This design comes from an exercise in tuning for small area on the open sky130 flow, not from production work. In this exercise RTL edits were held to simulation tests only and were not proved equivalent to the original. No activity file was given, so power comes from the tool's default toggle rates.

Design trigCoincTop, start of the top module:
module trigCoincTop
#(
   parameter int NUM_LANES  = trigPkg::NUM_LANES,
   parameter int LANE_WIDTH = trigPkg::LANE_WIDTH
)
(
   input  logic                            proc_clk,
   input  logic                            rstN,
   input  logic                            busWrEn,
   input  logic                            busRdEn,
   input  logic [DATA_WIDTH/8-1:0]         busWstrb,
   input  logic [ADDR_WIDTH-1:0]           busAddr,
   input  logic [DATA_WIDTH-1:0]           busWrData,
   input  logic [NUM_LANES*LANE_WIDTH-1:0] trigIn,
   input  logic                            fastTrig,
   output logic [DATA_WIDTH-1:0]           rdData,
   output logic                            rdValid
);
Settings: LEC_CHECK=0, CAP_MARGIN=20, CORE_MARGIN=2, CORE_UTILIZATION=75, SLEW_MARGIN=20, SYNTH_HIERARCHICAL=1, SYNTH_MINIMUM_KEEP_SIZE=0; clock period 5.0 ns.
standard.sh (not shown) runs the stock make flow with config.mk's settings and CLKGATE_MAP_FILE= SYNTH_SCRIPT=/design/flow/synth_recipe.tcl, a recipe that flattens the netlist after the stock synthesis.
==> flow/flow/run.sh <==
#!/bin/bash
# Own layout flow: the standard ORFS flow (standard.sh, unchanged synthesis),
# with synthesis buffers removed at floorplan, single-drive port buffers, plain (not timing-driven) global placement and a
# clock tree of clkbuf_4 without dummy loads.
set -uo pipefail
cd "$(dirname "$0")/.."
bash standard.sh \
  "GPL_TIMING_DRIVEN=0" "REMOVE_ABC_BUFFERS=1" \
  "BUFFER_PORTS_ARGS=-buffer_cell sky130_fd_sc_hd__buf_1" \
  "CTS_ARGS=-sink_clustering_enable -repair_clock_nets -dont_use_dummy_load -buf_list sky130_fd_sc_hd__clkbuf_4 -sink_clustering_size 10 -sink_clustering_max_diameter 35" \
  finish > flow_make.log 2>&1
rc=$?
tail -40 flow_make.log
exit $rc
The baseline produced a clean layout.
Change:
--- a/flow/flow/run.sh
+++ b/flow/flow/run.sh
@@ -10 +10 @@
-  "CTS_ARGS=-sink_clustering_enable -repair_clock_nets -dont_use_dummy_load -buf_list sky130_fd_sc_hd__clkbuf_4 -sink_clustering_size 10 -sink_clustering_max_diameter 35" \
+  "CTS_ARGS=-sink_clustering_enable -repair_clock_nets -dont_use_dummy_load -buf_list sky130_fd_sc_hd__clkbuf_4 -sink_clustering_size 9 -sink_clustering_max_diameter 35" \
Settings changed: CORE_UTILIZATION 75 to 65.
=> Clock skew grows by 0.040 ns. Final area grows by 0.77%. Power grows by 1.8%. Core utilization shrinks by 11 points. Setup slack improved by 0.015 ns. Hold slack improved by 0.046 ns.
Change:
Settings changed: CORE_UTILIZATION 65 to 75.
The changed run went through all stages and came out clean.
Routed wire length came out higher by 1.7%.
Via count rises by 3.5%.
Clock-buffer cell count falls by 8.
Total power fell by 1.4%.
Non-clock buffer count went up by 3.
Sequential power hardly moves.
Synthesized cell count is unchanged.
Flip-flop and latch count does not change.
Register-to-register slack got worse by 0.15 ns.

* * *

Another version of the RTL of trigCoincTop (not shown whole).
For scale: roughly 1800 cells after synthesis, roughly 410 flip-flops, ~150 I/O pins.
==> flow/config.mk <==
export PLATFORM = sky130hd
export DESIGN_NAME = trigCoincTop
export DESIGN_NICKNAME = trigCoincTop
export VERILOG_FILES = /design/flow/design.v
export SDC_FILE = /design/flow/constraint.sdc
export NUM_CORES = 4
export LEC_CHECK = 0
export CAP_MARGIN = 20
export CORE_MARGIN = 2
export CORE_UTILIZATION = 40
export SLEW_MARGIN = 20
export SYNTH_HIERARCHICAL = 1
export SYNTH_MINIMUM_KEEP_SIZE = 0
==> flow/constraint.sdc <==
create_clock -name core_clock -period 5.0 [get_ports {proc_clk}]
set_input_delay 1.0000 -clock core_clock [delete_from_list [all_inputs] [get_ports {proc_clk}]]
set_output_delay 1.0000 -clock core_clock [all_outputs]
set_load 0.01 [all_outputs]
==> flow/flow/run.sh <==
#!/bin/bash
# Own layout flow: the standard ORFS flow (standard.sh, unchanged synthesis),
# with synthesis buffers removed at floorplan, single-drive port buffers, plain (not timing-driven) global placement and a
# clock tree of clkbuf_8 without dummy loads.
set -uo pipefail
cd "$(dirname "$0")/.."
bash standard.sh \
  "GPL_TIMING_DRIVEN=0" "REMOVE_ABC_BUFFERS=1" \
  "BUFFER_PORTS_ARGS=-buffer_cell sky130_fd_sc_hd__buf_1" \
  "CTS_ARGS=-sink_clustering_enable -repair_clock_nets -dont_use_dummy_load -buf_list sky130_fd_sc_hd__clkbuf_8 -sink_clustering_size 18 -sink_clustering_max_diameter 50" \
  finish > flow_make.log 2>&1
rc=$?
tail -40 flow_make.log
exit $rc
Then changed:
--- a/flow/flow/run.sh
+++ b/flow/flow/run.sh
@@ -8,5 +8,5 @@
   "GPL_TIMING_DRIVEN=0" "REMOVE_ABC_BUFFERS=1" \
   "BUFFER_PORTS_ARGS=-buffer_cell sky130_fd_sc_hd__buf_1" \
-  "CTS_ARGS=-sink_clustering_enable -repair_clock_nets -dont_use_dummy_load -buf_list sky130_fd_sc_hd__clkbuf_8 -sink_clustering_size 18 -sink_clustering_max_diameter 50" \
+  "CTS_ARGS=-sink_clustering_enable -repair_clock_nets -dont_use_dummy_load -buf_list sky130_fd_sc_hd__clkbuf_8 -sink_clustering_size 20 -sink_clustering_max_diameter 50" \
   finish > flow_make.log 2>&1
 rc=$?
- CORE_UTILIZATION: 40 -> 65
The changed run completed with no timing, DRC or antenna violations.
Wire length decreases by 11%.
Maximum frequency decreases by 0.55%.
Clock skew increases by 0.0063 ns.
Hold slack gets better by 0.017 ns.
Cell count decreases by 11%.
Sequential share of layout area increases by 0.99 points.
Core utilization increases by 27 points.
First-iteration DRC count increases by 48%.

* * *

== v6 ==
trigCoincTop, a different RTL version from the one above (not shown whole).
For scale: roughly 1800 cells after synthesis, about 410 flip-flops, about 150 I/O pins.
==> flow/design.v (excerpt) <==
module trigCoincTop
#(
   parameter int NUM_LANES  = trigPkg::NUM_LANES,
   parameter int LANE_WIDTH = trigPkg::LANE_WIDTH
)
(
   input  logic                            proc_clk,
   input  logic                            rstN,
   input  logic                            busWrEn,
   input  logic                            busRdEn,
   input  logic [DATA_WIDTH/8-1:0]         busWstrb,
   input  logic [ADDR_WIDTH-1:0]           busAddr,
   input  logic [DATA_WIDTH-1:0]           busWrData,
   input  logic [NUM_LANES*LANE_WIDTH-1:0] trigIn,
   input  logic                            fastTrig,
   output logic [DATA_WIDTH-1:0]           rdData,
   output logic                            rdValid
);
export LEC_CHECK = 0
export CAP_MARGIN = 20
export CORE_MARGIN = 2
export CORE_UTILIZATION = 78
export SLEW_MARGIN = 20
export SYNTH_HIERARCHICAL = 1
export SYNTH_MINIMUM_KEEP_SIZE = 0
create_clock -name core_clock -period 5.0 [get_ports {proc_clk}]
==> flow/flow/run.sh <==
#!/bin/bash
# Own layout flow: the standard ORFS flow (standard.sh, unchanged synthesis),
# with synthesis buffers removed at floorplan, single-drive port buffers, plain (not timing-driven) global placement and a
# clock tree of clkbuf_4 without dummy loads.
set -uo pipefail
cd "$(dirname "$0")/.."
bash standard.sh \
  "GPL_TIMING_DRIVEN=0" "REMOVE_ABC_BUFFERS=1" \
  "BUFFER_PORTS_ARGS=-buffer_cell sky130_fd_sc_hd__buf_1" \
  "CTS_ARGS=-sink_clustering_enable -repair_clock_nets -dont_use_dummy_load -buf_list sky130_fd_sc_hd__clkbuf_4 -sink_clustering_size 9 -sink_clustering_max_diameter 35" \
  finish > flow_make.log 2>&1
rc=$?
tail -40 flow_make.log
exit $rc
Relative to v6, the following input files were edited for v7:
- CORE_UTILIZATION changed from 78 to 65
==> flow/flow/run.sh <==
#!/bin/bash
# Own layout flow: the standard ORFS flow (standard.sh, unchanged synthesis),
# with synthesis buffers removed at floorplan, single-drive port buffers, plain (not timing-driven) global placement and a
# clock tree of clkbuf_8 without dummy loads.
set -uo pipefail
cd "$(dirname "$0")/.."
bash standard.sh \
  "GPL_TIMING_DRIVEN=0" "REMOVE_ABC_BUFFERS=1" \
  "BUFFER_PORTS_ARGS=-buffer_cell sky130_fd_sc_hd__buf_1" \
  "CTS_ARGS=-sink_clustering_enable -repair_clock_nets -dont_use_dummy_load -buf_list sky130_fd_sc_hd__clkbuf_8 -sink_clustering_size 20 -sink_clustering_max_diameter 50" \
  finish > flow_make.log 2>&1
rc=$?
tail -40 flow_make.log
exit $rc
Results
v7 went all the way through synthesis, placement and routing and the layout is clean on timing, DRC and antenna. flip-flop to flip-flop as the class of the most critical hold timing path was reported by v7, and primary input to flip-flop by v6. Clock-buffer cell count, v6 and v7: lower on v7. v7 — pin count of the biggest net entering global routing 1 lower, v6 as reference. Relative to v6, clock power share increased by 1.5 points in v7. Wire length, v6 and v7: lower on v7. Of v6 and v7, the higher fraction of layout instances using a drive strength above 1 belongs to v6. Number of synthesized flops with an enable pin came out exactly the same in v6 and v7. Looking at area of all placed cells without fillers, v7 sits about 0.7% higher than v6 does. Global-route track usage on met1, v6 and v7: lower on v7. v7 does worse than v6 on total power consumption of the routed design.

## re-timing with driven ports
The flow's constraints put no driver on any port. The routed layouts listed below were extracted and timed again, unchanged, in two steps. Step 1 assumes that a clkbuf_16 drives the clock port and a buf_2 every other input. Step 2 moves the port delays by t, midway between the first and last clock arrival at a register: inputs arrive t later, outputs are due t later. That takes back most of the time a late clock gives input paths. a / b / c = ideal ports / drivers / drivers and shift; a / b = the first two.
run	t, ns	slack for setup (ns)	worst slew at a driven data input, ns	cell pins on the clock port's net
the first run of note 1	0.769	0.276 / 0.276 / -0.459	0.06	1
the second run of note 1	0.718	0.291 / 0.321 / -0.396	0.06	1
the third run of note 1	0.764	0.198 / 0.198 / -0.528	0.06	1
the first run of note 2	0.677	0.183 / 0.215 / -0.462	0.07	1
the second run of note 2	0.609	0.156 / 0.182 / -0.427	0.06	1
v6	0.761	0.100 / 0.100 / -0.621	0.05	1
v7	0.613	0.035 / 0.068 / -0.545	0.06	1
With both steps, setup timing fails in every run listed, where it was met with ideal ports. For the first run of note 1, which loses most, drivers alone change the setup slack by 0.000 ns; drivers and shift together by -0.735 ns.
